What follows belongs to an exercise in optimizing a design on an open flow for small area and a short achievable clock period; a production flow would make more cautious choices. The RTL was checked by simulation tests, not by an equivalence proof against the original design.

==> design/flow/design.v <==
module groove_sample_scheduler #(
    parameter int DEPTH = 4
) (
    input  logic        clk,
    input  logic        reset,
    input  logic        sync_start,
    input  logic [31:0] sig_time,
    input  logic        dir,
    input  logic [31:0] afll_ltr,
    input  logic [31:0] afll_rtl,
    input  logic        pos_valid,
    output logic        pos_ready,
    input  logic [15:0] pos_in,
    output logic        fire,
    output logic [31:0] fire_time,
    output logic        missed,
    output logic        busy
);
    localparam int AW = $clog2(DEPTH);
    localparam logic [AW:0] FULL = (AW+1)'(DEPTH);
    logic               started, st_m1, st_m2, st_wait, st_fire;
    logic               first, can_push;
    logic [15:0]        mem [DEPTH];
    logic [AW-1:0]      wr_ptr, rd_ptr;
    logic [AW:0]        count, count_nx;
    logic [31:0]        base, dur, target;
    logic [5:0]         dg_nx;
    logic [2:0]         b_one, b_two, b_neg;
    logic               c5;
    logic               xg, yg;      
    logic [31:0]        cr;
    logic               push, pop, st_ready, hit, m1_nx, m2_nx, wait_nx, fire_nx;
    logic [15:0]        head;
    logic [3:0]         head_nx;
    logic [31:0]        x, y;
    logic [37:0]        r;
    logic signed [31:0] d;
    assign st_ready  = started && !(st_m1 || st_m2 || st_wait || st_fire);
    assign pos_ready = can_push && !sync_start;
    assign push      = pos_valid && pos_ready;
    assign pop       = st_ready && (count != 0) && !sync_start;
    assign fire      = st_fire;
    assign fire_time = target;
    assign head    = mem[rd_ptr];
    assign head_nx = (push && wr_ptr == rd_ptr) ? pos_in[3:0] : head[3:0];
    assign dg_nx   = st_m1 ? {~head[15], head[14:10]} : pop ? head[9:4] : {head_nx, 2'b00};
    assign x = xg ? target : 32'd0;
    assign y = yg ? base : 32'd0;
    assign cr = c5 ? dur : 32'd0;
    wire pp1 = (((b_one[0] & dur[0])) ^ b_neg[0]);
    wire pp2 = (((b_one[0] & dur[1]) | (b_two[0] & dur[0])) ^ b_neg[0]);
    wire pp3 = (((b_one[0] & dur[2]) | (b_two[0] & dur[1])) ^ b_neg[0]);
    wire pp4 = (((b_one[0] & dur[3]) | (b_two[0] & dur[2])) ^ b_neg[0]);
    wire pp5 = (((b_one[0] & dur[4]) | (b_two[0] & dur[3])) ^ b_neg[0]);
    wire pp6 = (((b_one[0] & dur[5]) | (b_two[0] & dur[4])) ^ b_neg[0]);
    wire pp7 = (((b_one[0] & dur[6]) | (b_two[0] & dur[5])) ^ b_neg[0]);
    wire pp8 = (((b_one[0] & dur[7]) | (b_two[0] & dur[6])) ^ b_neg[0]);
    wire pp9 = (((b_one[0] & dur[8]) | (b_two[0] & dur[7])) ^ b_neg[0]);
    wire pp10 = (((b_one[0] & dur[9]) | (b_two[0] & dur[8])) ^ b_neg[0]);
    wire pp11 = (((b_one[0] & dur[10]) | (b_two[0] & dur[9])) ^ b_neg[0]);
    wire pp12 = (((b_one[0] & dur[11]) | (b_two[0] & dur[10])) ^ b_neg[0]);
    wire pp13 = (((b_one[0] & dur[12]) | (b_two[0] & dur[11])) ^ b_neg[0]);
    wire pp14 = (((b_one[0] & dur[13]) | (b_two[0] & dur[12])) ^ b_neg[0]);
    wire pp15 = (((b_one[0] & dur[14]) | (b_two[0] & dur[13])) ^ b_neg[0]);
    wire pp16 = (((b_one[0] & dur[15]) | (b_two[0] & dur[14])) ^ b_neg[0]);
    wire pp17 = (((b_one[0] & dur[16]) | (b_two[0] & dur[15])) ^ b_neg[0]);
    wire pp18 = (((b_one[0] & dur[17]) | (b_two[0] & dur[16])) ^ b_neg[0]);
    wire pp19 = (((b_one[0] & dur[18]) | (b_two[0] & dur[17])) ^ b_neg[0]);
    wire pp20 = (((b_one[0] & dur[19]) | (b_two[0] & dur[18])) ^ b_neg[0]);
    wire pp21 = (((b_one[0] & dur[20]) | (b_two[0] & dur[19])) ^ b_neg[0]);
    wire pp22 = (((b_one[0] & dur[21]) | (b_two[0] & dur[20])) ^ b_neg[0]);
    wire pp23 = (((b_one[0] & dur[22]) | (b_two[0] & dur[21])) ^ b_neg[0]);
    wire pp24 = (((b_one[0] & dur[23]) | (b_two[0] & dur[22])) ^ b_neg[0]);
    wire pp25 = (((b_one[0] & dur[24]) | (b_two[0] & dur[23])) ^ b_neg[0]);
    wire pp26 = (((b_one[0] & dur[25]) | (b_two[0] & dur[24])) ^ b_neg[0]);
    wire pp27 = (((b_one[0] & dur[26]) | (b_two[0] & dur[25])) ^ b_neg[0]);
    wire pp28 = (((b_one[0] & dur[27]) | (b_two[0] & dur[26])) ^ b_neg[0]);
    wire pp29 = (((b_one[0] & dur[28]) | (b_two[0] & dur[27])) ^ b_neg[0]);
    wire pp30 = (((b_one[0] & dur[29]) | (b_two[0] & dur[28])) ^ b_neg[0]);
    wire pp31 = (((b_one[0] & dur[30]) | (b_two[0] & dur[29])) ^ b_neg[0]);
    wire pp32 = (((b_one[0] & dur[31]) | (b_two[0] & dur[30])) ^ b_neg[0]);
    wire pp33 = (((b_two[0] & dur[31])) ^ b_neg[0]);
    wire pp34 = (((b_one[1] & dur[0])) ^ b_neg[1]);
    wire pp35 = (((b_one[1] & dur[1]) | (b_two[1] & dur[0])) ^ b_neg[1]);
    wire pp36 = (((b_one[1] & dur[2]) | (b_two[1] & dur[1])) ^ b_neg[1]);
    wire pp37 = (((b_one[1] & dur[3]) | (b_two[1] & dur[2])) ^ b_neg[1]);
    wire pp38 = (((b_one[1] & dur[4]) | (b_two[1] & dur[3])) ^ b_neg[1]);
    wire pp39 = (((b_one[1] & dur[5]) | (b_two[1] & dur[4])) ^ b_neg[1]);
    wire pp40 = (((b_one[1] & dur[6]) | (b_two[1] & dur[5])) ^ b_neg[1]);
    wire pp41 = (((b_one[1] & dur[7]) | (b_two[1] & dur[6])) ^ b_neg[1]);
    wire pp42 = (((b_one[1] & dur[8]) | (b_two[1] & dur[7])) ^ b_neg[1]);
    wire pp43 = (((b_one[1] & dur[9]) | (b_two[1] & dur[8])) ^ b_neg[1]);
    wire pp44 = (((b_one[1] & dur[10]) | (b_two[1] & dur[9])) ^ b_neg[1]);
    wire pp45 = (((b_one[1] & dur[11]) | (b_two[1] & dur[10])) ^ b_neg[1]);
    wire pp46 = (((b_one[1] & dur[12]) | (b_two[1] & dur[11])) ^ b_neg[1]);
    wire pp47 = (((b_one[1] & dur[13]) | (b_two[1] & dur[12])) ^ b_neg[1]);
    wire pp48 = (((b_one[1] & dur[14]) | (b_two[1] & dur[13])) ^ b_neg[1]);
    wire pp49 = (((b_one[1] & dur[15]) | (b_two[1] & dur[14])) ^ b_neg[1]);
    wire pp50 = (((b_one[1] & dur[16]) | (b_two[1] & dur[15])) ^ b_neg[1]);
    wire pp51 = (((b_one[1] & dur[17]) | (b_two[1] & dur[16])) ^ b_neg[1]);
    wire pp52 = (((b_one[1] & dur[18]) | (b_two[1] & dur[17])) ^ b_neg[1]);
    wire pp53 = (((b_one[1] & dur[19]) | (b_two[1] & dur[18])) ^ b_neg[1]);
    wire pp54 = (((b_one[1] & dur[20]) | (b_two[1] & dur[19])) ^ b_neg[1]);
    wire pp55 = (((b_one[1] & dur[21]) | (b_two[1] & dur[20])) ^ b_neg[1]);
    wire pp56 = (((b_one[1] & dur[22]) | (b_two[1] & dur[21])) ^ b_neg[1]);
    wire pp57 = (((b_one[1] & dur[23]) | (b_two[1] & dur[22])) ^ b_neg[1]);
    wire pp58 = (((b_one[1] & dur[24]) | (b_two[1] & dur[23])) ^ b_neg[1]);
    wire pp59 = (((b_one[1] & dur[25]) | (b_two[1] & dur[24])) ^ b_neg[1]);
    wire pp60 = (((b_one[1] & dur[26]) | (b_two[1] & dur[25])) ^ b_neg[1]);
    wire pp61 = (((b_one[1] & dur[27]) | (b_two[1] & dur[26])) ^ b_neg[1]);
    wire pp62 = (((b_one[1] & dur[28]) | (b_two[1] & dur[27])) ^ b_neg[1]);
    wire pp63 = (((b_one[1] & dur[29]) | (b_two[1] & dur[28])) ^ b_neg[1]);
    wire pp64 = (((b_one[1] & dur[30]) | (b_two[1] & dur[29])) ^ b_neg[1]);
    wire pp65 = (((b_one[1] & dur[31]) | (b_two[1] & dur[30])) ^ b_neg[1]);
    wire pp66 = (((b_two[1] & dur[31])) ^ b_neg[1]);
    wire pp67 = (((b_one[2] & dur[0])) ^ b_neg[2]);
    wire pp68 = (((b_one[2] & dur[1]) | (b_two[2] & dur[0])) ^ b_neg[2]);
    wire pp69 = (((b_one[2] & dur[2]) | (b_two[2] & dur[1])) ^ b_neg[2]);
    wire pp70 = (((b_one[2] & dur[3]) | (b_two[2] & dur[2])) ^ b_neg[2]);
    wire pp71 = (((b_one[2] & dur[4]) | (b_two[2] & dur[3])) ^ b_neg[2]);
    wire pp72 = (((b_one[2] & dur[5]) | (b_two[2] & dur[4])) ^ b_neg[2]);
    wire pp73 = (((b_one[2] & dur[6]) | (b_two[2] & dur[5])) ^ b_neg[2]);
    wire pp74 = (((b_one[2] & dur[7]) | (b_two[2] & dur[6])) ^ b_neg[2]);
    wire pp75 = (((b_one[2] & dur[8]) | (b_two[2] & dur[7])) ^ b_neg[2]);
    wire pp76 = (((b_one[2] & dur[9]) | (b_two[2] & dur[8])) ^ b_neg[2]);
    wire pp77 = (((b_one[2] & dur[10]) | (b_two[2] & dur[9])) ^ b_neg[2]);
    wire pp78 = (((b_one[2] & dur[11]) | (b_two[2] & dur[10])) ^ b_neg[2]);
    wire pp79 = (((b_one[2] & dur[12]) | (b_two[2] & dur[11])) ^ b_neg[2]);
    wire pp80 = (((b_one[2] & dur[13]) | (b_two[2] & dur[12])) ^ b_neg[2]);
    wire pp81 = (((b_one[2] & dur[14]) | (b_two[2] & dur[13])) ^ b_neg[2]);
    wire pp82 = (((b_one[2] & dur[15]) | (b_two[2] & dur[14])) ^ b_neg[2]);
    wire pp83 = (((b_one[2] & dur[16]) | (b_two[2] & dur[15])) ^ b_neg[2]);
    wire pp84 = (((b_one[2] & dur[17]) | (b_two[2] & dur[16])) ^ b_neg[2]);
    wire pp85 = (((b_one[2] & dur[18]) | (b_two[2] & dur[17])) ^ b_neg[2]);
    wire pp86 = (((b_one[2] & dur[19]) | (b_two[2] & dur[18])) ^ b_neg[2]);
    wire pp87 = (((b_one[2] & dur[20]) | (b_two[2] & dur[19])) ^ b_neg[2]);
    wire pp88 = (((b_one[2] & dur[21]) | (b_two[2] & dur[20])) ^ b_neg[2]);
    wire pp89 = (((b_one[2] & dur[22]) | (b_two[2] & dur[21])) ^ b_neg[2]);
    wire pp90 = (((b_one[2] & dur[23]) | (b_two[2] & dur[22])) ^ b_neg[2]);
    wire pp91 = (((b_one[2] & dur[24]) | (b_two[2] & dur[23])) ^ b_neg[2]);
    wire pp92 = (((b_one[2] & dur[25]) | (b_two[2] & dur[24])) ^ b_neg[2]);
    wire pp93 = (((b_one[2] & dur[26]) | (b_two[2] & dur[25])) ^ b_neg[2]);
    wire pp94 = (((b_one[2] & dur[27]) | (b_two[2] & dur[26])) ^ b_neg[2]);
    wire pp95 = (((b_one[2] & dur[28]) | (b_two[2] & dur[27])) ^ b_neg[2]);
    wire pp96 = (((b_one[2] & dur[29]) | (b_two[2] & dur[28])) ^ b_neg[2]);
    wire pp97 = (((b_one[2] & dur[30]) | (b_two[2] & dur[29])) ^ b_neg[2]);
    wire pp98 = (((b_one[2] & dur[31]) | (b_two[2] & dur[30])) ^ b_neg[2]);
    wire pp99 = (((b_two[2] & dur[31])) ^ b_neg[2]);
    wire s100 = b_neg[0] ^ x[0];
    wire c101 = b_neg[0] & x[0];
    wire s102 = x[1] ^ c101 ^ pp2;
    wire c103 = (x[1] & c101) | (x[1] & pp2) | (c101 & pp2);
    wire s104 = b_neg[1] ^ x[2] ^ pp3;
    wire c105 = (b_neg[1] & x[2]) | (b_neg[1] & pp3) | (x[2] & pp3);
    wire s106 = pp34 ^ c103 ^ s104;
    wire c107 = (pp34 & c103) | (pp34 & s104) | (c103 & s104);
    wire s108 = x[3] ^ pp4 ^ pp35;
    wire c109 = (x[3] & pp4) | (x[3] & pp35) | (pp4 & pp35);
    wire s110 = c105 ^ s108;
    wire c111 = c105 & s108;
    wire s112 = b_neg[2] ^ x[4] ^ pp5;
    wire c113 = (b_neg[2] & x[4]) | (b_neg[2] & pp5) | (x[4] & pp5);
    wire s114 = pp36 ^ pp67 ^ c109;
    wire c115 = (pp36 & pp67) | (pp36 & c109) | (pp67 & c109);
    wire s116 = s112 ^ c111 ^ s114;
    wire c117 = (s112 & c111) | (s112 & s114) | (c111 & s114);
    wire s118 = x[5] ^ pp6 ^ pp37;
    wire c119 = (x[5] & pp6) | (x[5] & pp37) | (pp6 & pp37);
    wire s120 = pp68 ^ c113 ^ s118;
    wire c121 = (pp68 & c113) | (pp68 & s118) | (c113 & s118);
    wire s122 = c115 ^ s120;
    wire c123 = c115 & s120;
    wire s124 = x[6] ^ y[0] ^ cr[0];
    wire c125 = (x[6] & y[0]) | (x[6] & cr[0]) | (y[0] & cr[0]);
    wire s126 = pp7 ^ pp38 ^ pp69;
    wire c127 = (pp7 & pp38) | (pp7 & pp69) | (pp38 & pp69);
    wire s128 = s124 ^ c119 ^ s126;
    wire c129 = (s124 & c119) | (s124 & s126) | (c119 & s126);
    wire s130 = c121 ^ s128;
    wire c131 = c121 & s128;
    wire s132 = x[7] ^ y[1] ^ cr[1];
    wire c133 = (x[7] & y[1]) | (x[7] & cr[1]) | (y[1] & cr[1]);
    wire s134 = pp8 ^ pp39 ^ pp70;
    wire c135 = (pp8 & pp39) | (pp8 & pp70) | (pp39 & pp70);
    wire s136 = c125 ^ s132 ^ c127;
    wire c137 = (c125 & s132) | (c125 & c127) | (s132 & c127);
    wire s138 = s134 ^ s136 ^ c129;
    wire c139 = (s134 & s136) | (s134 & c129) | (s136 & c129);
    wire s140 = x[8] ^ y[2] ^ cr[2];
    wire c141 = (x[8] & y[2]) | (x[8] & cr[2]) | (y[2] & cr[2]);
    wire s142 = pp9 ^ pp40 ^ pp71;
    wire c143 = (pp9 & pp40) | (pp9 & pp71) | (pp40 & pp71);
    wire s144 = c133 ^ s140 ^ c135;
    wire c145 = (c133 & s140) | (c133 & c135) | (s140 & c135);
    wire s146 = s142 ^ c137 ^ s144;
    wire c147 = (s142 & c137) | (s142 & s144) | (c137 & s144);
    wire s148 = x[9] ^ y[3] ^ cr[3];
    wire c149 = (x[9] & y[3]) | (x[9] & cr[3]) | (y[3] & cr[3]);
    wire s150 = pp10 ^ pp41 ^ pp72;
    wire c151 = (pp10 & pp41) | (pp10 & pp72) | (pp41 & pp72);
    wire s152 = c141 ^ s148 ^ c143;
    wire c153 = (c141 & s148) | (c141 & c143) | (s148 & c143);
    wire s154 = s150 ^ c145 ^ s152;
    wire c155 = (s150 & c145) | (s150 & s152) | (c145 & s152);
    wire s156 = x[10] ^ y[4] ^ cr[4];
    wire c157 = (x[10] & y[4]) | (x[10] & cr[4]) | (y[4] & cr[4]);
    wire s158 = pp11 ^ pp42 ^ pp73;
    wire c159 = (pp11 & pp42) | (pp11 & pp73) | (pp42 & pp73);
    wire s160 = c149 ^ s156 ^ c151;
    wire c161 = (c149 & s156) | (c149 & c151) | (s156 & c151);
    wire s162 = s158 ^ c153 ^ s160;
    wire c163 = (s158 & c153) | (s158 & s160) | (c153 & s160);
    wire s164 = x[11] ^ y[5] ^ cr[5];
    wire c165 = (x[11] & y[5]) | (x[11] & cr[5]) | (y[5] & cr[5]);
    wire s166 = pp12 ^ pp43 ^ pp74;
    wire c167 = (pp12 & pp43) | (pp12 & pp74) | (pp43 & pp74);
    wire s168 = c157 ^ s164 ^ c159;
    wire c169 = (c157 & s164) | (c157 & c159) | (s164 & c159);
    wire s170 = s166 ^ c161 ^ s168;
    wire c171 = (s166 & c161) | (s166 & s168) | (c161 & s168);
    wire s172 = x[12] ^ y[6] ^ cr[6];
    wire c173 = (x[12] & y[6]) | (x[12] & cr[6]) | (y[6] & cr[6]);
    wire s174 = pp13 ^ pp44 ^ pp75;
    wire c175 = (pp13 & pp44) | (pp13 & pp75) | (pp44 & pp75);
    wire s176 = c165 ^ s172 ^ c167;
    wire c177 = (c165 & s172) | (c165 & c167) | (s172 & c167);
    wire s178 = s174 ^ c169 ^ s176;
    wire c179 = (s174 & c169) | (s174 & s176) | (c169 & s176);
    wire s180 = x[13] ^ y[7] ^ cr[7];
    wire c181 = (x[13] & y[7]) | (x[13] & cr[7]) | (y[7] & cr[7]);
    wire s182 = pp14 ^ pp45 ^ pp76;
    wire c183 = (pp14 & pp45) | (pp14 & pp76) | (pp45 & pp76);
    wire s184 = c173 ^ s180 ^ c175;
    wire c185 = (c173 & s180) | (c173 & c175) | (s180 & c175);
    wire s186 = s182 ^ c177 ^ s184;
    wire c187 = (s182 & c177) | (s182 & s184) | (c177 & s184);
    wire s188 = x[14] ^ y[8] ^ cr[8];
    wire c189 = (x[14] & y[8]) | (x[14] & cr[8]) | (y[8] & cr[8]);
    wire s190 = pp15 ^ pp46 ^ pp77;
    wire c191 = (pp15 & pp46) | (pp15 & pp77) | (pp46 & pp77);
    wire s192 = c181 ^ s188 ^ c183;
    wire c193 = (c181 & s188) | (c181 & c183) | (s188 & c183);
    wire s194 = s190 ^ c185 ^ s192;
    wire c195 = (s190 & c185) | (s190 & s192) | (c185 & s192);
    wire s196 = x[15] ^ y[9] ^ cr[9];
    wire c197 = (x[15] & y[9]) | (x[15] & cr[9]) | (y[9] & cr[9]);
    wire s198 = pp16 ^ pp47 ^ pp78;
    wire c199 = (pp16 & pp47) | (pp16 & pp78) | (pp47 & pp78);
    wire s200 = c189 ^ s196 ^ c191;
    wire c201 = (c189 & s196) | (c189 & c191) | (s196 & c191);
    wire s202 = s198 ^ c193 ^ s200;
    wire c203 = (s198 & c193) | (s198 & s200) | (c193 & s200);
    wire s204 = x[16] ^ y[10] ^ cr[10];
    wire c205 = (x[16] & y[10]) | (x[16] & cr[10]) | (y[10] & cr[10]);
    wire s206 = pp17 ^ pp48 ^ pp79;
    wire c207 = (pp17 & pp48) | (pp17 & pp79) | (pp48 & pp79);
    wire s208 = c197 ^ s204 ^ c199;
    wire c209 = (c197 & s204) | (c197 & c199) | (s204 & c199);
    wire s210 = s206 ^ c201 ^ s208;
    wire c211 = (s206 & c201) | (s206 & s208) | (c201 & s208);
    wire s212 = x[17] ^ y[11] ^ cr[11];
    wire c213 = (x[17] & y[11]) | (x[17] & cr[11]) | (y[11] & cr[11]);
    wire s214 = pp18 ^ pp49 ^ pp80;
    wire c215 = (pp18 & pp49) | (pp18 & pp80) | (pp49 & pp80);
    wire s216 = c205 ^ s212 ^ c207;
    wire c217 = (c205 & s212) | (c205 & c207) | (s212 & c207);
    wire s218 = s214 ^ c209 ^ s216;
    wire c219 = (s214 & c209) | (s214 & s216) | (c209 & s216);
    wire s220 = x[18] ^ y[12] ^ cr[12];
    wire c221 = (x[18] & y[12]) | (x[18] & cr[12]) | (y[12] & cr[12]);
    wire s222 = pp19 ^ pp50 ^ pp81;
    wire c223 = (pp19 & pp50) | (pp19 & pp81) | (pp50 & pp81);
    wire s224 = c213 ^ s220 ^ c215;
    wire c225 = (c213 & s220) | (c213 & c215) | (s220 & c215);
    wire s226 = s222 ^ c217 ^ s224;
    wire c227 = (s222 & c217) | (s222 & s224) | (c217 & s224);
    wire s228 = x[19] ^ y[13] ^ cr[13];
    wire c229 = (x[19] & y[13]) | (x[19] & cr[13]) | (y[13] & cr[13]);
    wire s230 = pp20 ^ pp51 ^ pp82;
    wire c231 = (pp20 & pp51) | (pp20 & pp82) | (pp51 & pp82);
    wire s232 = c221 ^ s228 ^ c223;
    wire c233 = (c221 & s228) | (c221 & c223) | (s228 & c223);
    wire s234 = s230 ^ c225 ^ s232;
    wire c235 = (s230 & c225) | (s230 & s232) | (c225 & s232);
    wire s236 = x[20] ^ y[14] ^ cr[14];
    wire c237 = (x[20] & y[14]) | (x[20] & cr[14]) | (y[14] & cr[14]);
    wire s238 = pp21 ^ pp52 ^ pp83;
    wire c239 = (pp21 & pp52) | (pp21 & pp83) | (pp52 & pp83);
    wire s240 = c229 ^ s236 ^ c231;
    wire c241 = (c229 & s236) | (c229 & c231) | (s236 & c231);
    wire s242 = s238 ^ c233 ^ s240;
    wire c243 = (s238 & c233) | (s238 & s240) | (c233 & s240);
    wire s244 = x[21] ^ y[15] ^ cr[15];
    wire c245 = (x[21] & y[15]) | (x[21] & cr[15]) | (y[15] & cr[15]);
    wire s246 = pp22 ^ pp53 ^ pp84;
    wire c247 = (pp22 & pp53) | (pp22 & pp84) | (pp53 & pp84);
    wire s248 = c237 ^ s244 ^ c239;
    wire c249 = (c237 & s244) | (c237 & c239) | (s244 & c239);
    wire s250 = s246 ^ c241 ^ s248;
    wire c251 = (s246 & c241) | (s246 & s248) | (c241 & s248);
    wire s252 = x[22] ^ y[16] ^ cr[16];
    wire c253 = (x[22] & y[16]) | (x[22] & cr[16]) | (y[16] & cr[16]);
    wire s254 = pp23 ^ pp54 ^ pp85;
    wire c255 = (pp23 & pp54) | (pp23 & pp85) | (pp54 & pp85);
    wire s256 = c245 ^ s252 ^ c247;
    wire c257 = (c245 & s252) | (c245 & c247) | (s252 & c247);
    wire s258 = s254 ^ c249 ^ s256;
    wire c259 = (s254 & c249) | (s254 & s256) | (c249 & s256);
    wire s260 = x[23] ^ y[17] ^ cr[17];
    wire c261 = (x[23] & y[17]) | (x[23] & cr[17]) | (y[17] & cr[17]);
    wire s262 = pp24 ^ pp55 ^ pp86;
    wire c263 = (pp24 & pp55) | (pp24 & pp86) | (pp55 & pp86);
    wire s264 = c253 ^ s260 ^ c255;
    wire c265 = (c253 & s260) | (c253 & c255) | (s260 & c255);
    wire s266 = s262 ^ c257 ^ s264;
    wire c267 = (s262 & c257) | (s262 & s264) | (c257 & s264);
    wire s268 = x[24] ^ y[18] ^ cr[18];
    wire c269 = (x[24] & y[18]) | (x[24] & cr[18]) | (y[18] & cr[18]);
    wire s270 = pp25 ^ pp56 ^ pp87;
    wire c271 = (pp25 & pp56) | (pp25 & pp87) | (pp56 & pp87);
    wire s272 = c261 ^ s268 ^ c263;
    wire c273 = (c261 & s268) | (c261 & c263) | (s268 & c263);
    wire s274 = s270 ^ c265 ^ s272;
    wire c275 = (s270 & c265) | (s270 & s272) | (c265 & s272);
    wire s276 = x[25] ^ y[19] ^ cr[19];
    wire c277 = (x[25] & y[19]) | (x[25] & cr[19]) | (y[19] & cr[19]);
    wire s278 = pp26 ^ pp57 ^ pp88;
    wire c279 = (pp26 & pp57) | (pp26 & pp88) | (pp57 & pp88);
    wire s280 = c269 ^ s276 ^ c271;
    wire c281 = (c269 & s276) | (c269 & c271) | (s276 & c271);
    wire s282 = s278 ^ c273 ^ s280;
    wire c283 = (s278 & c273) | (s278 & s280) | (c273 & s280);
    wire s284 = x[26] ^ y[20] ^ cr[20];
    wire c285 = (x[26] & y[20]) | (x[26] & cr[20]) | (y[20] & cr[20]);
    wire s286 = pp27 ^ pp58 ^ pp89;
    wire c287 = (pp27 & pp58) | (pp27 & pp89) | (pp58 & pp89);
    wire s288 = c277 ^ s284 ^ c279;
    wire c289 = (c277 & s284) | (c277 & c279) | (s284 & c279);
    wire s290 = s286 ^ c281 ^ s288;
    wire c291 = (s286 & c281) | (s286 & s288) | (c281 & s288);
    wire s292 = x[27] ^ y[21] ^ cr[21];
    wire c293 = (x[27] & y[21]) | (x[27] & cr[21]) | (y[21] & cr[21]);
    wire s294 = pp28 ^ pp59 ^ pp90;
    wire c295 = (pp28 & pp59) | (pp28 & pp90) | (pp59 & pp90);
    wire s296 = c285 ^ s292 ^ c287;
    wire c297 = (c285 & s292) | (c285 & c287) | (s292 & c287);
    wire s298 = s294 ^ c289 ^ s296;
    wire c299 = (s294 & c289) | (s294 & s296) | (c289 & s296);
    wire s300 = x[28] ^ y[22] ^ cr[22];
    wire c301 = (x[28] & y[22]) | (x[28] & cr[22]) | (y[22] & cr[22]);
    wire s302 = pp29 ^ pp60 ^ pp91;
    wire c303 = (pp29 & pp60) | (pp29 & pp91) | (pp60 & pp91);
    wire s304 = c293 ^ s300 ^ c295;
    wire c305 = (c293 & s300) | (c293 & c295) | (s300 & c295);
    wire s306 = s302 ^ c297 ^ s304;
    wire c307 = (s302 & c297) | (s302 & s304) | (c297 & s304);
    wire s308 = x[29] ^ y[23] ^ cr[23];
    wire c309 = (x[29] & y[23]) | (x[29] & cr[23]) | (y[23] & cr[23]);
    wire s310 = pp30 ^ pp61 ^ pp92;
    wire c311 = (pp30 & pp61) | (pp30 & pp92) | (pp61 & pp92);
    wire s312 = c301 ^ s308 ^ c303;
    wire c313 = (c301 & s308) | (c301 & c303) | (s308 & c303);
    wire s314 = s310 ^ c305 ^ s312;
    wire c315 = (s310 & c305) | (s310 & s312) | (c305 & s312);
    wire s316 = x[30] ^ y[24] ^ cr[24];
    wire c317 = (x[30] & y[24]) | (x[30] & cr[24]) | (y[24] & cr[24]);
    wire s318 = pp31 ^ pp62 ^ pp93;
    wire c319 = (pp31 & pp62) | (pp31 & pp93) | (pp62 & pp93);
    wire s320 = c309 ^ s316 ^ c311;
    wire c321 = (c309 & s316) | (c309 & c311) | (s316 & c311);
    wire s322 = s318 ^ c313 ^ s320;
    wire c323 = (s318 & c313) | (s318 & s320) | (c313 & s320);
    wire s324 = x[31] ^ y[25] ^ cr[25];
    wire c325 = (x[31] & y[25]) | (x[31] & cr[25]) | (y[25] & cr[25]);
    wire s326 = pp32 ^ pp63 ^ pp94;
    wire c327 = (pp32 & pp63) | (pp32 & pp94) | (pp63 & pp94);
    wire s328 = c317 ^ s324 ^ c319;
    wire c329 = (c317 & s324) | (c317 & c319) | (s324 & c319);
    wire s330 = s326 ^ c321 ^ s328;
    wire c331 = (s326 & c321) | (s326 & s328) | (c321 & s328);
    wire s332 = y[26] ^ cr[26] ^ pp33;
    wire c333 = (y[26] & cr[26]) | (y[26] & pp33) | (cr[26] & pp33);
    wire s334 = pp64 ^ pp95 ^ c325;
    wire c335 = (pp64 & pp95) | (pp64 & c325) | (pp95 & c325);
    wire s336 = c327 ^ s332 ^ s334;
    wire c337 = (c327 & s332) | (c327 & s334) | (s332 & s334);
    wire s338 = c329 ^ s336;
    wire c339 = c329 & s336;
    wire s340 = 1'b1 ^ ~b_neg[0] ^ y[27];
    wire c341 = (1'b1 & ~b_neg[0]) | (1'b1 & y[27]) | (~b_neg[0] & y[27]);
    wire s342 = cr[27] ^ pp65 ^ pp96;
    wire c343 = (cr[27] & pp65) | (cr[27] & pp96) | (pp65 & pp96);
    wire s344 = s340 ^ c333 ^ c335;
    wire c345 = (s340 & c333) | (s340 & c335) | (c333 & c335);
    wire s346 = s342 ^ s344 ^ c337;
    wire c347 = (s342 & s344) | (s342 & c337) | (s344 & c337);
    wire s348 = 1'b1 ^ y[28] ^ cr[28];
    wire c349 = (1'b1 & y[28]) | (1'b1 & cr[28]) | (y[28] & cr[28]);
    wire s350 = pp66 ^ pp97 ^ c341;
    wire c351 = (pp66 & pp97) | (pp66 & c341) | (pp97 & c341);
    wire s352 = s348 ^ c343 ^ s350;
    wire c353 = (s348 & c343) | (s348 & s350) | (c343 & s350);
    wire s354 = c345 ^ s352;
    wire c355 = c345 & s352;
    wire s356 = ~b_neg[1] ^ y[29] ^ cr[29];
    wire c357 = (~b_neg[1] & y[29]) | (~b_neg[1] & cr[29]) | (y[29] & cr[29]);
    wire s358 = pp98 ^ c349 ^ s356;
    wire c359 = (pp98 & c349) | (pp98 & s356) | (c349 & s356);
    wire s360 = c351 ^ s358 ^ c353;
    wire c361 = (c351 & s358) | (c351 & c353) | (s358 & c353);
    wire s362 = 1'b1 ^ y[30] ^ cr[30];
    wire c363 = (1'b1 & y[30]) | (1'b1 & cr[30]) | (y[30] & cr[30]);
    wire s364 = pp99 ^ c357 ^ s362;
    wire c365 = (pp99 & c357) | (pp99 & s362) | (c357 & s362);
    wire s366 = c359 ^ s364;
    wire c367 = c359 & s364;
    wire s368 = ~b_neg[2] ^ y[31] ^ cr[31];
    wire s369 = c363 ^ s368 ^ c365;
    wire g370 = pp1 & s100;
    wire g371 = s102 & 1'b0;
    wire g372 = s106 & 1'b0;
    wire g373 = c107 & s110;
    wire g374 = s116 & 1'b0;
    wire g375 = c117 & s122;
    wire g376 = c123 & s130;
    wire g377 = c131 & s138;
    wire g378 = c139 & s146;
    wire g379 = c147 & s154;
    wire g380 = c155 & s162;
    wire g381 = c163 & s170;
    wire g382 = c171 & s178;
    wire g383 = c179 & s186;
    wire g384 = c187 & s194;
    wire g385 = c195 & s202;
    wire g386 = c203 & s210;
    wire g387 = c211 & s218;
    wire g388 = c219 & s226;
    wire g389 = c227 & s234;
    wire g390 = c235 & s242;
    wire g391 = c243 & s250;
    wire g392 = c251 & s258;
    wire g393 = c259 & s266;
    wire g394 = c267 & s274;
    wire g395 = c275 & s282;
    wire g396 = c283 & s290;
    wire g397 = c291 & s298;
    wire g398 = c299 & s306;
    wire g399 = c307 & s314;
    wire g400 = c315 & s322;
    wire g401 = c323 & s330;
    wire g402 = c331 & s338;
    wire g403 = c339 & s346;
    wire g404 = c347 & s354;
    wire g405 = c355 & s360;
    wire g406 = c361 & s366;
    wire g407 = c367 & s369;
    wire p408 = pp1 ^ s100;
    wire p409 = s102 ^ 1'b0;
    wire p410 = s106 ^ 1'b0;
    wire p411 = c107 ^ s110;
    wire p412 = s116 ^ 1'b0;
    wire p413 = c117 ^ s122;
    wire p414 = c123 ^ s130;
    wire p415 = c131 ^ s138;
    wire p416 = c139 ^ s146;
    wire p417 = c147 ^ s154;
    wire p418 = c155 ^ s162;
    wire p419 = c163 ^ s170;
    wire p420 = c171 ^ s178;
    wire p421 = c179 ^ s186;
    wire p422 = c187 ^ s194;
    wire p423 = c195 ^ s202;
    wire p424 = c203 ^ s210;
    wire p425 = c211 ^ s218;
    wire p426 = c219 ^ s226;
    wire p427 = c227 ^ s234;
    wire p428 = c235 ^ s242;
    wire p429 = c243 ^ s250;
    wire p430 = c251 ^ s258;
    wire p431 = c259 ^ s266;
    wire p432 = c267 ^ s274;
    wire p433 = c275 ^ s282;
    wire p434 = c283 ^ s290;
    wire p435 = c291 ^ s298;
    wire p436 = c299 ^ s306;
    wire p437 = c307 ^ s314;
    wire p438 = c315 ^ s322;
    wire p439 = c323 ^ s330;
    wire p440 = c331 ^ s338;
    wire p441 = c339 ^ s346;
    wire p442 = c347 ^ s354;
    wire p443 = c355 ^ s360;
    wire p444 = c361 ^ s366;
    wire p445 = c367 ^ s369;
    wire g446 = g371 | (p409 & g370);
    wire g447 = g372 | (p410 & g371);
    wire p448 = p410 & p409;
    wire g449 = g373 | (p411 & g372);
    wire p450 = p411 & p410;
    wire g451 = g374 | (p412 & g373);
    wire p452 = p412 & p411;
    wire g453 = g375 | (p413 & g374);
    wire p454 = p413 & p412;
    wire g455 = g376 | (p414 & g375);
    wire p456 = p414 & p413;
    wire g457 = g377 | (p415 & g376);
    wire p458 = p415 & p414;
    wire g459 = g378 | (p416 & g377);
    wire p460 = p416 & p415;
    wire g461 = g379 | (p417 & g378);
    wire p462 = p417 & p416;
    wire g463 = g380 | (p418 & g379);
    wire p464 = p418 & p417;
    wire g465 = g381 | (p419 & g380);
    wire p466 = p419 & p418;
    wire g467 = g382 | (p420 & g381);
    wire p468 = p420 & p419;
    wire g469 = g383 | (p421 & g382);
    wire p470 = p421 & p420;
    wire g471 = g384 | (p422 & g383);
    wire p472 = p422 & p421;
    wire g473 = g385 | (p423 & g384);
    wire p474 = p423 & p422;
    wire g475 = g386 | (p424 & g385);
    wire p476 = p424 & p423;
    wire g477 = g387 | (p425 & g386);
    wire p478 = p425 & p424;
    wire g479 = g388 | (p426 & g387);
    wire p480 = p426 & p425;
    wire g481 = g389 | (p427 & g388);
    wire p482 = p427 & p426;
    wire g483 = g390 | (p428 & g389);
    wire p484 = p428 & p427;
    wire g485 = g391 | (p429 & g390);
    wire p486 = p429 & p428;
    wire g487 = g392 | (p430 & g391);
    wire p488 = p430 & p429;
    wire g489 = g393 | (p431 & g392);
    wire p490 = p431 & p430;
    wire g491 = g394 | (p432 & g393);
    wire p492 = p432 & p431;
    wire g493 = g395 | (p433 & g394);
    wire p494 = p433 & p432;
    wire g495 = g396 | (p434 & g395);
    wire p496 = p434 & p433;
    wire g497 = g397 | (p435 & g396);
    wire p498 = p435 & p434;
    wire g499 = g398 | (p436 & g397);
    wire p500 = p436 & p435;
    wire g501 = g399 | (p437 & g398);
    wire p502 = p437 & p436;
    wire g503 = g400 | (p438 & g399);
    wire p504 = p438 & p437;
    wire g505 = g401 | (p439 & g400);
    wire p506 = p439 & p438;
    wire g507 = g402 | (p440 & g401);
    wire p508 = p440 & p439;
    wire g509 = g403 | (p441 & g402);
    wire p510 = p441 & p440;
    wire g511 = g404 | (p442 & g403);
    wire p512 = p442 & p441;
    wire g513 = g405 | (p443 & g404);
    wire p514 = p443 & p442;
    wire g515 = g406 | (p444 & g405);
    wire p516 = p444 & p443;
    wire g517 = g407 | (p445 & g406);
    wire p518 = p445 & p444;
    wire g519 = g447 | (p448 & g370);
    wire g520 = g449 | (p450 & g446);
    wire g521 = g451 | (p452 & g447);
    wire p522 = p452 & p448;
    wire g523 = g453 | (p454 & g449);
    wire p524 = p454 & p450;
    wire g525 = g455 | (p456 & g451);
    wire p526 = p456 & p452;
    wire g527 = g457 | (p458 & g453);
    wire p528 = p458 & p454;
    wire g529 = g459 | (p460 & g455);
    wire p530 = p460 & p456;
    wire g531 = g461 | (p462 & g457);
    wire p532 = p462 & p458;
    wire g533 = g463 | (p464 & g459);
    wire p534 = p464 & p460;
    wire g535 = g465 | (p466 & g461);
    wire p536 = p466 & p462;
    wire g537 = g467 | (p468 & g463);
    wire p538 = p468 & p464;
    wire g539 = g469 | (p470 & g465);
    wire p540 = p470 & p466;
    wire g541 = g471 | (p472 & g467);
    wire p542 = p472 & p468;
    wire g543 = g473 | (p474 & g469);
    wire p544 = p474 & p470;
    wire g545 = g475 | (p476 & g471);
    wire p546 = p476 & p472;
    wire g547 = g477 | (p478 & g473);
    wire p548 = p478 & p474;
    wire g549 = g479 | (p480 & g475);
    wire p550 = p480 & p476;
    wire g551 = g481 | (p482 & g477);
    wire p552 = p482 & p478;
    wire g553 = g483 | (p484 & g479);
    wire p554 = p484 & p480;
    wire g555 = g485 | (p486 & g481);
    wire p556 = p486 & p482;
    wire g557 = g487 | (p488 & g483);
    wire p558 = p488 & p484;
    wire g559 = g489 | (p490 & g485);
    wire p560 = p490 & p486;
    wire g561 = g491 | (p492 & g487);
    wire p562 = p492 & p488;
    wire g563 = g493 | (p494 & g489);
    wire p564 = p494 & p490;
    wire g565 = g495 | (p496 & g491);
    wire p566 = p496 & p492;
    wire g567 = g497 | (p498 & g493);
    wire p568 = p498 & p494;
    wire g569 = g499 | (p500 & g495);
    wire p570 = p500 & p496;
    wire g571 = g501 | (p502 & g497);
    wire p572 = p502 & p498;
    wire g573 = g503 | (p504 & g499);
    wire p574 = p504 & p500;
    wire g575 = g505 | (p506 & g501);
    wire p576 = p506 & p502;
    wire g577 = g507 | (p508 & g503);
    wire p578 = p508 & p504;
    wire g579 = g509 | (p510 & g505);
    wire p580 = p510 & p506;
    wire g581 = g511 | (p512 & g507);
    wire p582 = p512 & p508;
    wire g583 = g513 | (p514 & g509);
    wire p584 = p514 & p510;
    wire g585 = g515 | (p516 & g511);
    wire p586 = p516 & p512;
    wire g587 = g517 | (p518 & g513);
    wire p588 = p518 & p514;
    wire g589 = g521 | (p522 & g370);
    wire g590 = g523 | (p524 & g446);
    wire g591 = g525 | (p526 & g519);
    wire g592 = g527 | (p528 & g520);
    wire g593 = g529 | (p530 & g521);
    wire p594 = p530 & p522;
    wire g595 = g531 | (p532 & g523);
    wire p596 = p532 & p524;
    wire g597 = g533 | (p534 & g525);
    wire p598 = p534 & p526;
    wire g599 = g535 | (p536 & g527);
    wire p600 = p536 & p528;
    wire g601 = g537 | (p538 & g529);
    wire p602 = p538 & p530;
    wire g603 = g539 | (p540 & g531);
    wire p604 = p540 & p532;
    wire g605 = g541 | (p542 & g533);
    wire p606 = p542 & p534;
    wire g607 = g543 | (p544 & g535);
    wire p608 = p544 & p536;
    wire g609 = g545 | (p546 & g537);
    wire p610 = p546 & p538;
    wire g611 = g547 | (p548 & g539);
    wire p612 = p548 & p540;
    wire g613 = g549 | (p550 & g541);
    wire p614 = p550 & p542;
    wire g615 = g551 | (p552 & g543);
    wire p616 = p552 & p544;
    wire g617 = g553 | (p554 & g545);
    wire p618 = p554 & p546;
    wire g619 = g555 | (p556 & g547);
    wire p620 = p556 & p548;
    wire g621 = g557 | (p558 & g549);
    wire p622 = p558 & p550;
    wire g623 = g559 | (p560 & g551);
    wire p624 = p560 & p552;
    wire g625 = g561 | (p562 & g553);
    wire p626 = p562 & p554;
    wire g627 = g563 | (p564 & g555);
    wire p628 = p564 & p556;
    wire g629 = g565 | (p566 & g557);
    wire p630 = p566 & p558;
    wire g631 = g567 | (p568 & g559);
    wire p632 = p568 & p560;
    wire g633 = g569 | (p570 & g561);
    wire p634 = p570 & p562;
    wire g635 = g571 | (p572 & g563);
    wire p636 = p572 & p564;
    wire g637 = g573 | (p574 & g565);
    wire p638 = p574 & p566;
    wire g639 = g575 | (p576 & g567);
    wire p640 = p576 & p568;
    wire g641 = g577 | (p578 & g569);
    wire p642 = p578 & p570;
    wire g643 = g579 | (p580 & g571);
    wire p644 = p580 & p572;
    wire g645 = g581 | (p582 & g573);
    wire p646 = p582 & p574;
    wire g647 = g583 | (p584 & g575);
    wire p648 = p584 & p576;
    wire g649 = g585 | (p586 & g577);
    wire p650 = p586 & p578;
    wire g651 = g587 | (p588 & g579);
    wire p652 = p588 & p580;
    wire g653 = g593 | (p594 & g370);
    wire g654 = g595 | (p596 & g446);
    wire g655 = g597 | (p598 & g519);
    wire g656 = g599 | (p600 & g520);
    wire g657 = g601 | (p602 & g589);
    wire g658 = g603 | (p604 & g590);
    wire g659 = g605 | (p606 & g591);
    wire g660 = g607 | (p608 & g592);
    wire g661 = g609 | (p610 & g593);
    wire p662 = p610 & p594;
    wire g663 = g611 | (p612 & g595);
    wire p664 = p612 & p596;
    wire g665 = g613 | (p614 & g597);
    wire p666 = p614 & p598;
    wire g667 = g615 | (p616 & g599);
    wire p668 = p616 & p600;
    wire g669 = g617 | (p618 & g601);
    wire p670 = p618 & p602;
    wire g671 = g619 | (p620 & g603);
    wire p672 = p620 & p604;
    wire g673 = g621 | (p622 & g605);
    wire p674 = p622 & p606;
    wire g675 = g623 | (p624 & g607);
    wire p676 = p624 & p608;
    wire g677 = g625 | (p626 & g609);
    wire p678 = p626 & p610;
    wire g679 = g627 | (p628 & g611);
    wire p680 = p628 & p612;
    wire g681 = g629 | (p630 & g613);
    wire p682 = p630 & p614;
    wire g683 = g631 | (p632 & g615);
    wire p684 = p632 & p616;
    wire g685 = g633 | (p634 & g617);
    wire p686 = p634 & p618;
    wire g687 = g635 | (p636 & g619);
    wire p688 = p636 & p620;
    wire g689 = g637 | (p638 & g621);
    wire p690 = p638 & p622;
    wire g691 = g639 | (p640 & g623);
    wire p692 = p640 & p624;
    wire g693 = g641 | (p642 & g625);
    wire p694 = p642 & p626;
    wire g695 = g643 | (p644 & g627);
    wire p696 = p644 & p628;
    wire g697 = g645 | (p646 & g629);
    wire p698 = p646 & p630;
    wire g699 = g647 | (p648 & g631);
    wire p700 = p648 & p632;
    wire g701 = g649 | (p650 & g633);
    wire p702 = p650 & p634;
    wire g703 = g651 | (p652 & g635);
    wire p704 = p652 & p636;
    wire g705 = g661 | (p662 & g370);
    wire g706 = g663 | (p664 & g446);
    wire g707 = g665 | (p666 & g519);
    wire g708 = g667 | (p668 & g520);
    wire g709 = g669 | (p670 & g589);
    wire g710 = g671 | (p672 & g590);
    wire g711 = g673 | (p674 & g591);
    wire g712 = g675 | (p676 & g592);
    wire g713 = g677 | (p678 & g653);
    wire g714 = g679 | (p680 & g654);
    wire g715 = g681 | (p682 & g655);
    wire g716 = g683 | (p684 & g656);
    wire g717 = g685 | (p686 & g657);
    wire g718 = g687 | (p688 & g658);
    wire g719 = g689 | (p690 & g659);
    wire g720 = g691 | (p692 & g660);
    wire g721 = g693 | (p694 & g661);
    wire p722 = p694 & p662;
    wire g723 = g695 | (p696 & g663);
    wire p724 = p696 & p664;
    wire g725 = g697 | (p698 & g665);
    wire p726 = p698 & p666;
    wire g727 = g699 | (p700 & g667);
    wire p728 = p700 & p668;
    wire g729 = g701 | (p702 & g669);
    wire p730 = p702 & p670;
    wire g731 = g703 | (p704 & g671);
    wire p732 = p704 & p672;
    wire g733 = g721 | (p722 & g370);
    wire g734 = g723 | (p724 & g446);
    wire g735 = g725 | (p726 & g519);
    wire g736 = g727 | (p728 & g520);
    wire g737 = g729 | (p730 & g589);
    wire g738 = g731 | (p732 & g590);
    assign r[0] = p408;
    assign r[1] = p409 ^ g370;
    assign r[2] = p410 ^ g446;
    assign r[3] = p411 ^ g519;
    assign r[4] = p412 ^ g520;
    assign r[5] = p413 ^ g589;
    assign r[6] = p414 ^ g590;
    assign r[7] = p415 ^ g591;
    assign r[8] = p416 ^ g592;
    assign r[9] = p417 ^ g653;
    assign r[10] = p418 ^ g654;
    assign r[11] = p419 ^ g655;
    assign r[12] = p420 ^ g656;
    assign r[13] = p421 ^ g657;
    assign r[14] = p422 ^ g658;
    assign r[15] = p423 ^ g659;
    assign r[16] = p424 ^ g660;
    assign r[17] = p425 ^ g705;
    assign r[18] = p426 ^ g706;
    assign r[19] = p427 ^ g707;
    assign r[20] = p428 ^ g708;
    assign r[21] = p429 ^ g709;
    assign r[22] = p430 ^ g710;
    assign r[23] = p431 ^ g711;
    assign r[24] = p432 ^ g712;
    assign r[25] = p433 ^ g713;
    assign r[26] = p434 ^ g714;
    assign r[27] = p435 ^ g715;
    assign r[28] = p436 ^ g716;
    assign r[29] = p437 ^ g717;
    assign r[30] = p438 ^ g718;
    assign r[31] = p439 ^ g719;
    assign r[32] = p440 ^ g720;
    assign r[33] = p441 ^ g733;
    assign r[34] = p442 ^ g734;
    assign r[35] = p443 ^ g735;
    assign r[36] = p444 ^ g736;
    assign r[37] = p445 ^ g737;
    assign d   = sig_time - target;
    assign hit = !d[31];
    assign count_nx = sync_start ? '0 : count + (AW+1)'(push) - (AW+1)'(pop);
    assign m1_nx    = pop;
    assign m2_nx    = st_m1 && !sync_start;
    assign wait_nx  = (st_m2 || (st_wait && !hit)) && !sync_start;
    assign fire_nx  = st_wait && hit && !sync_start;
    always_ff @(posedge clk)
        if (push) mem[wr_ptr] <= pos_in;
    always_ff @(posedge clk) begin
        if (sync_start) begin
            base <= sig_time;
            dur  <= dir ? afll_rtl : afll_ltr;
        end
        if (!(st_wait || st_fire)) target <= r[37:6];
        for (int j = 0; j < 3; j++) begin
            b_neg[j] <= dg_nx[2*j+1];
            b_one[j] <= dg_nx[2*j] ^ (j == 0 ? 1'b0 : dg_nx[2*j-1]);
            b_two[j] <= dg_nx[2*j+1] ? !(dg_nx[2*j] || (j == 0 ? 1'b0 : dg_nx[2*j-1]))
                                     : (dg_nx[2*j] && (j == 0 ? 1'b0 : dg_nx[2*j-1]));
        end
        c5 <= dg_nx[5];
        first <= st_m2;
    end
    always_ff @(posedge clk or posedge reset) begin
        if (reset) begin
            started  <= 1'b0;
            can_push <= 1'b0;
            st_m1    <= 1'b0;
            st_m2    <= 1'b0;
            st_wait  <= 1'b0;
            st_fire  <= 1'b0;
            xg       <= 1'b0;
            yg       <= 1'b0;
            missed   <= 1'b0;
            busy     <= 1'b0;
            wr_ptr   <= '0;
            rd_ptr   <= '0;
            count    <= '0;
        end else begin
            started  <= started || sync_start;
            can_push <= sync_start || (started && !(!pop && (count == FULL
                                                             || (count == FULL - 1 && push))));
            count    <= count_nx;
            st_m1    <= m1_nx;
            st_m2    <= m2_nx;
            st_wait  <= wait_nx;
            st_fire  <= fire_nx;
            xg       <= m1_nx || m2_nx;
            yg       <= m2_nx;
            busy     <= !sync_start && (push || count != 0 || st_m1 || st_m2 || st_wait);
            missed   <= st_wait && hit && !sync_start && first && (sig_time != target);
            if (sync_start) begin
                wr_ptr <= '0;
                rd_ptr <= '0;
            end else begin
                if (push) wr_ptr <= wr_ptr + 1'b1;
                if (st_m1) rd_ptr <= rd_ptr + 1'b1;
            end
        end
    end
endmodule
==> design/flow/flow/run.sh <==
#!/bin/bash
# The standard layout (the standard.sh: ORFS synthesis, floorplan, power grid,
# placement, CTS and routing) with two changes:
#  - synthesis skips the generic ABC pass that Yosys's synth runs before the adder
#    extraction (SYNTH_ARGS=-noabc), so the full adders are extracted from the RTL's own
#    adder tree without inverters between them; the liberty-mapped ABC pass still runs,
#    and the registers are the same as the standard synthesis's;
#  - the port buffers are inserted as buf_1 cells rather than the larger cell the
#    resizer picks by default; timing repair still resizes them as needed.
set -euo pipefail
export SYNTH_ARGS="-noabc"
export BUFFER_PORTS_ARGS="-buffer_cell sky130_fd_sc_hd__buf_1"
bash standard.sh > standard.log 2>&1
==> design/flow/standard.sh <==
#!/bin/bash
# synth_recipe.tcl (not shown) runs the flow's synth.tcl, then flattens the netlist and writes it again
# the make line also repeats each setting of config.mk as NAME=value (left out here)
make -C /OpenROAD-flow-scripts/flow DESIGN_CONFIG=/design/flow/config.mk WORK_HOME=/design/flow/orfs CLKGATE_MAP_FILE= SYNTH_SCRIPT=/design/flow/synth_recipe.tcl "${@:-finish}"
==> design/flow/config.mk <==
export PLATFORM = sky130hd
export DESIGN_NAME = groove_sample_scheduler
export DESIGN_NICKNAME = groove_sample_scheduler
export VERILOG_FILES = /design/flow/design.v
export SDC_FILE = /design/flow/constraint.sdc
export NUM_CORES = 4
export LEC_CHECK = 0
export ABC_AREA = 1
export CAP_MARGIN = 20
export CORE_MARGIN = 2
export CORE_UTILIZATION = 60
export PLACE_DENSITY = 0.7
export SETUP_SLACK_MARGIN = 4.8
export SLEW_MARGIN = 20
export TNS_END_PERCENT = 100
==> design/flow/constraint.sdc <==
create_clock -name core_clock -period 9.0 [get_ports {clk}]
set_input_delay 1.8000 -clock core_clock [delete_from_list [all_inputs] [get_ports {clk}]]
set_output_delay 1.8000 -clock core_clock [all_outputs]
set_load 0.01 [all_outputs]
==> impl_metrics.yaml, run 1 <==
status:
  status: "complete, no violations"
timing:
  setup_ws_ns: 4.82
  worst_pin_slew_ns: 1.00
  fmax_ghz: 0.239
  hold_ws_ns: 0.457
  setup_viol: 0
  grt_setup_unrepaired: "yes"
  slew-limit-headroom_pct: 33.2
  slew_viol_final: 0
  finalCritPeriodShare_pct: 46.5
  hold_viol: 0
  worst_clock_skew_ns: 0.0217
  fin_crit_ns: 4.18
  fin_tns_setup_ns: 0
synth:
  synthAdderAreaFrac_pct: 23.0
  synth-simple-area-share_pct: 14.9
  synth_compound_area_share_pct: 9.67
  synth.avg_cell_area_sq_um: 9.17
  syn-cell-area_sq_mm: 0.0155
  synthArstFlopShare_pct: 8.60
  synth_edf_count: 160
  syn_inst: 1688
  ys.flop_type: "edfxtp_1"
  yosys_warnings: 1
  yosysSeqAreaShare_pct: 34.9
  synth_top_family_by_area: "adder cells"
  yosys_register_bits: 186
  syn-num-nets: 2014
  synthDistinctLibCells: 49
  synth_xor_area_share_pct: 6.79
  synthMuxAreaShare_pct: 2.33
clocking:
  clk_path_buf_depth: 2
  cts_root_buffer: "clkbuf_16"
  cts_sinks: 186
  clock_latency_ns: 0.45
  cts_tree: "built"
  numCtsBuffers: 17
  h-tree-depth: 4
  cts_hold_buf: 0
  path_clk_slew_ns: 0.09
drt:
  viasPerCell: 5.80
  drt_wl_total_um: 43800
  first_pass_iters: 6
  drtIter0Drc: 1141
  wl_per_cell_um: 20.1
  dr_total_vias: 12684
  route.detailed.drc: 0
  ant_nets: 0
place:
  gp_congestion: 0.920
  dp.cells: 2123
  place_ws_ns: 4.15
  portBuffers: 152
  place_hpwl_um: 30500
cells_and_area:
  layout.cells.non_filler: 2186
  nets: 2169
  diodes: 0
  final_common_cell: "nand2_1"
  drive_above_1_share_pct: 14.4
  n_fill_cell: 1999
  areaGrowthSynthToFinish_pct: 15.4
  final_cell_mix: "nand2_1 (333), inv_1 (256), edfxtp_1 (160), buf_1 (150), fa_1 (119)"
die:
  core_area_sq_mm: 0.0253
  die_h_um: 165
  io_pins: 153
  start_util_pct: 61.3
  die_x_um: 165
  dieArea_sq_mm: 0.0271
  rows: 58
setup_path:
  worstPathRequired_ns: 7.20
  cp_max_fo: 12
  critPathArrivalTime_ns: 2.38
  critical_path_class: "in -> out"
  cp-end-kind: "output pin"
  rrSetupSlack_ns: 4.86
  crit_path_start_kind: "primary input"
flow_run:
  maxCapViolCount: 0
global_route:
  grt_antenna_before_repair: 0
  grt_start_max_net_pins: 65
  first_global_vias: 12506
  grt_pass1_wl_um: 67200
  grt.total_usage_pct: 32.9
  overflow: 0
min_path:
  hp-class: "reg -> reg"
[final cells by class]
cell class / instances / area, sq um / area share (%)
inverter: 273 / 1050 / 5.89
timing repair buffer: 188 / 961 / 5.38
multi-input combinational: 1173 / 9310 / 52.2
timing repair inverter: 4 / 30.0 / 0.168
clock inverter: 15 / 234 / 1.31
sequential: 186 / 5430 / 30.4
tap: 330 / 413 / 2.31
clock buffer: 17 / 425 / 2.38
[sequential cells by signal, indices dropped and copies added, names as in the netlist, 2 cells and up]
name    count
mem        64
base       32
dur        32
target     32
b_neg       3
b_one       3
b_two       3
count       3
rd_ptr      2
wr_ptr      2
[stage by stage]
step	util, %	area (sq um)
detailed placement	64.5	16300
finish	70.7	17900
CTS	68.8	17400
floorplan	-	15500
global route	70.7	17900
global placement	64.5	16300
[path summary, 6_finish.rpt]
kind / from / endpoint / cells past startpoint
max in group asynchronous: reset / st_m2 / 2
min in group asynchronous: reset / xg / 2
hold reg to reg: first / missed / 2
setup reg to reg: b_one[0] / target[28] / 15
hold / removal: first / missed / 2
setup / recovery: sync_start / pos_ready / 3
[metal layers]
layer,GRT usage (%),vias up,part of all wire [%]
met5,0,-,0
met4,13.2,0,4.4
met3,4.67,123,7.5
met2,51.9,635,46
met1,46.3,6096,42
li1,-,5830,-
[timing repair]
| item | 4_1_cts | 5_1_grt |
|---|---|---|
| endpoints found under the hold margin | 0 | 0 |
| setup endpoints to repair | 32 | 29 |
| pin swaps | 1 | 11 |
| setup buffers | 23 | 3 |
| cloned | 4 | 1 |
| gates resized for setup | 58 | 106 |
[synth_stat cells, types with 16 or more instances]
cell type	instances	area, sq um
nand2_1	349	1310
inv_1	262	983
edfxtp_1	160	4800
fa_1	125	2500
nor2_1	120	450
xor2_1	117	1020
o22ai_1	102	638
ha_1	84	1050
a21oi_1	65	325
o21ai_0	45	225
nand3_1	43	215
clkbuf_1	26	97.6
mux2_2	24	270
buf_2	21	105
dfrtp_1	16	400
[critical path, stage by stage]
cell and delay (ns):
clkbuf_4 0.23, nor2_8 0.18, buf_1 0.16
[kinds of logic (layout without fill, tap and decap cells)]
logic type | count (synthesis) | in the layout
mux | 32 | 32
fa+ha+maj | 209 | 209
compound gates | 254 | 254
xor+xnor | 120 | 120
buf+inv | 329 | 497
flops | 186 | 186
simple gates | 558 | 558
==> run 2, diff against run 1 <==
--- a/design/flow/config.mk
+++ b/design/flow/config.mk
@@ -8,8 +8,8 @@
 export ABC_AREA = 1
 export CAP_MARGIN = 20
 export CORE_MARGIN = 2
-export CORE_UTILIZATION = 60
-export PLACE_DENSITY = 0.7
-export SETUP_SLACK_MARGIN = 4.8
+export CORE_UTILIZATION = 40
+export PLACE_DENSITY = 0.8
+export SETUP_SLACK_MARGIN = 4.6
 export SLEW_MARGIN = 20
 export TNS_END_PERCENT = 100
==> run 2 against run 1 <==
  * Setup slack got worse by 0.15 ns
  * Die area is 49% higher
  * Critical path depth up 1
  * Critical endpoint unchanged
  * Largest cell class unchanged
==> impl_metrics.yaml, run 2 <==
status:
  status: "complete, no violations"
drt:
  route.detailed.drc: 0
  first_pass_iters: 5
  drtIter0Drc: 1162
  viasPerCell: 5.24
  wl_per_cell_um: 18.2
  dr_total_vias: 12389
  drt_wl_total_um: 43000
  ant_nets: 0
global_route:
  first_global_vias: 12864
  grt.total_usage_pct: 21.7
  grt_pass1_wl_um: 68400
  overflow: 0
  grt_antenna_before_repair: 1
  grt_start_max_net_pins: 65
die:
  io_pins: 153
  die_h_um: 201
  start_util_pct: 40.3
  rows: 72
  core_area_sq_mm: 0.0384
  die_x_um: 201
  dieArea_sq_mm: 0.0403
synth:
  yosysTopAreaCell: "edfxtp_1"
  synth.area.top_cells: "edfxtp_1 (31%), fa_1 (16%), nand2_1 (8.5%), ha_1 (6.8%), xor2_1 (6.6%)"
  syn_inst: 1688
  synth_edf_count: 160
  synth_common_cells: "nand2_1 (349), inv_1 (262), edfxtp_1 (160)"
  synth_most_common_cell: "nand2_1"
  yosysSeqAreaShare_pct: 34.9
  synthArstFlopShare_pct: 8.60
  synth_top_area_share_pct: 31.0
  syn-num-nets: 2014
  synthDistinctLibCells: 49
  synth.avg_cell_area_sq_um: 9.17
  yosys_register_bits: 186
  syn-cell-area_sq_mm: 0.0155
  yosys_warnings: 1
  ys.flop_type: "edfxtp_1"
timing:
  setup_viol: 0
  setup_ws_ns: 4.67
  grt_setup_unrepaired: "yes"
  fin_crit_ns: 4.33
  slew-limit-headroom_pct: 40.8
  worst_clock_skew_ns: 0.0196
  fin_tns_setup_ns: 0
  slew_viol_final: 0
  finalCritPeriodShare_pct: 48.2
  fmax_ghz: 0.231
  worst_pin_slew_ns: 0.887
  hold_viol: 0
setup_path:
  cp_max_fo: 40
  worstReg2RegStart: "b_one[1]"
  critical_path_class: "in -> out"
  reg2regPathDepth: 15
  critPathArrivalTime_ns: 2.53
  crit_path_start_kind: "primary input"
  crit_start: "sync_start"
  worstPathRequired_ns: 7.20
  cp-end-kind: "output pin"
place:
  portBuffers: 152
  place_ws_ns: 4.18
  place_hpwl_um: 31800
  gp_congestion: 0.913
min_path:
  hold_path.startpoint: "first"
  hp-class: "reg -> reg"
  worstHoldPathCells: 2
cells_and_area:
  drive_above_1_share_pct: 8.40
  n_fill_cell: 3674
  largest_reg_flops: 64
  final_common_cell: "nand2_1"
  top_register: "mem"
  areaGrowthSynthToFinish_pct: 12.8
  nets: 2160
  diodes: 0
  final_cell_mix: "nand2_1 (347), inv_1 (258), edfxtp_1 (160), buf_1 (150), fa_1 (125)"
clocking:
  h-tree-depth: 4
  cts_root_buffer: "clkbuf_16"
  clock_latency_ns: 0.47
  numCtsBuffers: 17
  cts_sinks: 186
  cts_tree: "built"
  path_clk_slew_ns: 0.07
  clk_path_buf_depth: 2
flow_run:
  maxCapViolCount: 0
## run 2: changes by cell type in the layout (fill, tap and decap cells not counted), moves of 10 or more
cell	before	now
o21ai_0	34	45
o22ai_1	90	102
nor2_2	29	7
a21oi_2	21	11
a21oi_1	43	55
ha_1	61	83
ha_2	12	1
ha_4	11	0
nand2_1	333	347
o22ai_2	12	0
nor2_1	90	115
nand2_2	26	13
## run 2: what timing repair did
item,4_1_cts,5_1_grt
hold buffers,0,0
resized for setup,12,31
setup endpoints to repair,31,18
gates cloned,2,0
buffers inserted,12,0
## run 2: kinds of logic (layout without fill, tap and decap cells)
family	count (synthesis)	after routing	synth area share (%)
buf+inv	329	487	8.42
simple gates	558	558	14.9
compound gates	254	254	9.67
xor+xnor	120	120	6.79
mux	32	32	2.33
flops	186	186	34.9
fa+ha+maj	209	209	23.0
## run 2: final timing paths
path	to	slack, ns
worst max-delay path	pos_ready	4.67
worst min-delay path	missed	0.45
worst max register to register	target[29]	4.76
worst min register to register	missed	0.45
max in group asynchronous	st_m2	7.18
min in group asynchronous	count[2]	1.37
## run 2: per-layer routing
metal,vias up,part of all wire [%],wire length (um),track usage [%]
li1,5800,-,-,-
met1,5923,42,17900,27.6
met2,571,48,20500,36.1
met3,93,7.7,3300,5.18
met4,2,3.0,1300,8.02
met5,-,0.030,13,0
## run 2: stage by stage
step           util, %  hold slack, ns  instance area, sq um  instances
2_1_floorplan        -           0.342                 15500       1688
3_3_place_gp      43.1           0.431                 16600       2318
3_5_place_dp      43.1           0.429                 16600       2318
4_1_cts           45.2           0.440                 17300       2363
5_1_grt           45.5           0.463                 17500       2364
6_report          45.5           0.448                 17500       2364
## run 2: area by class of cell
cell class              instances  area, sq um  share of cell area (%)
inverters                     273         1040                    5.98
well taps                     518          648                    3.71
flip-flops and latches        186         5420                    31.1
clock inverters                13          174                   0.996
multi-input cells            1173         8850                    50.7
repair buffers                181          876                    5.02
repair inverters                2         15.0                  0.0860
clock buffers                  18          429                    2.46
## run 2: worst max-delay path: stages
cell and delay, ns:
clkbuf_4 0.11, buf_6 0.35, nor2_8 0.08, buf_1 0.14
==> run 3, diff against run 2 <==
--- a/design/flow/config.mk
+++ b/design/flow/config.mk
@@ -9,7 +9,8 @@
 export CAP_MARGIN = 20
 export CORE_MARGIN = 2
 export CORE_UTILIZATION = 40
+export GPL_TIMING_DRIVEN = 0
 export PLACE_DENSITY = 0.8
-export SETUP_SLACK_MARGIN = 4.6
+export SETUP_SLACK_MARGIN = 4.8
 export SLEW_MARGIN = 20
 export TNS_END_PERCENT = 100
==> run 3 against run 2 <==
  * Synthesized cell count unchanged
  * Clock skew down 0.0071 ns
  * Die area unchanged
  * Setup slack better by 0.15 ns
  * First-iteration DRC count down 5.4%
  * Non-clock buffer count up 44
  * Wire length up 12%
  * Count of clock-buffer cells in the layout unchanged
  * Global-route usage up 1.9 points
  * Flip-flop and latch count unchanged
  * Critical endpoint unchanged
  * Highest routed layer is now met4
==> impl_metrics.yaml, run 3 <==
synth:
  synth_most_common_cell: "nand2_1"
  syn-num-nets: 2014
  yosys_register_bits: 186
  syn_inst: 1688
  synthArstFlopShare_pct: 8.60
  yosysSeqAreaShare_pct: 34.9
  synth_edf_count: 160
  synth_common_cells: "nand2_1 (349), inv_1 (262), edfxtp_1 (160)"
  synth_top_area_share_pct: 31.0
  synthDistinctLibCells: 49
setup_path:
  crit_end: "pos_ready"
  cp_max_fo: 8
  cp-end-kind: "output pin"
  critical_path_class: "in -> out"
  worstReg2RegStart: "b_one[0]"
  rrSetupSlack_ns: 4.83
  crit_path_start_kind: "primary input"
  crit_start: "sync_start"
timing:
  fin_tns_setup_ns: 0
  slew_viol_final: 0
  slew-limit-headroom_pct: 47.0
  setup_ws_ns: 4.82
  hold_viol: 0
  grt_setup_unrepaired: "yes"
  finalCritPeriodShare_pct: 46.5
  fin_crit_ns: 4.18
  worst_clock_skew_ns: 0.0125
global_route:
  grt.met3_usage_pct: 5.75
  grt_util_met2_pct: 39.1
  first_global_vias: 13204
  overflow: 0
  grt.busiest_layer: "met2"
  grt_start_max_net_pins: 30
die:
  rows: 72
  start_util_pct: 40.3
  die_x_um: 201
  io_pins: 153
  dieArea_sq_mm: 0.0403
clocking:
  cts_tree: "built"
  clk_path_buf_depth: 2
  h-tree-depth: 4
  cts_root_buffer: "clkbuf_16"
  cts_sinks: 186
  numCtsBuffers: 17
  clock_latency_ns: 0.48
drt:
  dr_total_vias: 12857
  route.detailed.drc: 0
  wl_per_cell_um: 20.0
  viasPerCell: 5.34
  first_pass_iters: 6
min_path:
  hp-class: "reg -> reg"
cells_and_area:
  drive_above_1_share_pct: 15.6
  finish.utilization_pct: 48.0
  top_register: "mem"
  diodes: 0
  n_fill_cell: 3569
  largest_reg_flops: 64
place:
  place_hpwl_um: 37100
  portBuffers: 151
  gp_congestion: 0.947
  place_ws_ns: 4.02
flow_run:
  maxCapViolCount: 0
status:
  status: "complete, no violations"
run 3: kinds of logic (layout without fill, tap and decap cells):
kind of cell             after synthesis  after routing  synth area share (%)
XOR/XNOR                             120            120                  6.79
AND/OR/NAND/NOR                      558            558                  14.9
buffers and inverters                329            530                  8.42
AO/OA/AOI/OAI                        254            254                  9.67
flip-flops                           186            186                  34.9
adder cells (fa/ha/maj)              209            209                  23.0
multiplexers                          32             32                  2.33
run 3: stage by stage:
| step | instances | hold slack [ns] | area [sq um] |
|---|---|---|---|
| floorplan | 1688 | 0.342 | 15500 |
| global placement | 2357 | 0.348 | 16700 |
| detailed placement | 2364 | 0.349 | 16800 |
| CTS | 2404 | 0.367 | 17800 |
| global route | 2407 | 0.388 | 18400 |
| finish | 2407 | 0.369 | 18400 |
run 3: per-layer routing:
| layer | part of all wire [%] | vias to the layer above | wire length, um |
|---|---|---|---|
| met5 | 0 | - | 0 |
| met4 | 5.1 | 0 | 2430 |
| met3 | 8.2 | 131 | 3950 |
| met2 | 47 | 604 | 22600 |
| met1 | 40 | 6228 | 19100 |
| li1 | - | 5894 | - |
run 3: timing repair:
action,CTS,global route
pin swaps,5,20
endpoints found under the setup margin,31,29
buffers inserted,7,3
cloned,1,0
hold buffers,0,0
resized for setup,109,165
hold endpoints to repair,0,0
run 3: area by class of cell:
cell class	instances	area [sq um]	share of cell area, %
multi-input cells	1173	9430	51.2
flip-flops and latches	186	5410	29.4
inverters	273	1030	5.62
repair buffers	169	811	4.41
well taps	518	648	3.52
plain buffers	56	488	2.65
clock buffers	18	429	2.33
clock inverters	14	154	0.836
run 3: worst max-delay path, cell delays in order:
cell    delay, ns
buf_12       0.13
buf_12       0.14
buf_12       0.13
nor2_8       0.08
buf_6        0.10
run 3: worst min-delay path by stage:
stage | start | slack, ns | cells after the start | end
after floorplan | st_m2 | 0.34 | 0 | first
after global placement | st_m2 | 0.35 | 0 | first
after detailed placement | st_m2 | 0.35 | 0 | first
after CTS | st_m2 | 0.37 | 0 | first
after global routing | st_m2 | 0.39 | 0 | first
final | st_m2 | 0.37 | 0 | first

port drivers added, routing unchanged:
No port has a modelled driver above. Below, the same layouts with a new extraction and two added sets of constraints.
Step 1 sets driving cells, clkbuf_16 on the clock port and buf_2 on the other inputs (assumed; they add their load-dependent delay and slew).
Step 2 adds t to the input delays and takes it off the output delays; t is the mean of the earliest and latest rising clock arrival at the registers after step 1. Input paths then give back, and output paths get back, about the clock's delay inside the block.
a / b / c = no drivers / after step 1 / after step 2; a / b = the first two.
run | t (ns) | setup slack, ns | hold WS [ns] | slew at the worst register clock pin (ns)
run 1 | 0.497 | 4.816 / 4.763 / 4.763 | 0.457 / 0.457 / 0.457 | 0.10 / 0.10
run 2 | 0.517 | 4.666 / 4.642 / 4.642 | 0.448 / 0.448 / 0.448 | 0.08 / 0.08
run 3 | 0.522 | 4.816 / 4.769 / 4.769 | 0.369 / 0.369 / 0.369 | 0.08 / 0.08
After both steps setup and hold are still met in every run listed. The setup slack of run 1, which loses most, moves by -0.053 ns with the drivers and by -0.053 ns with both steps.
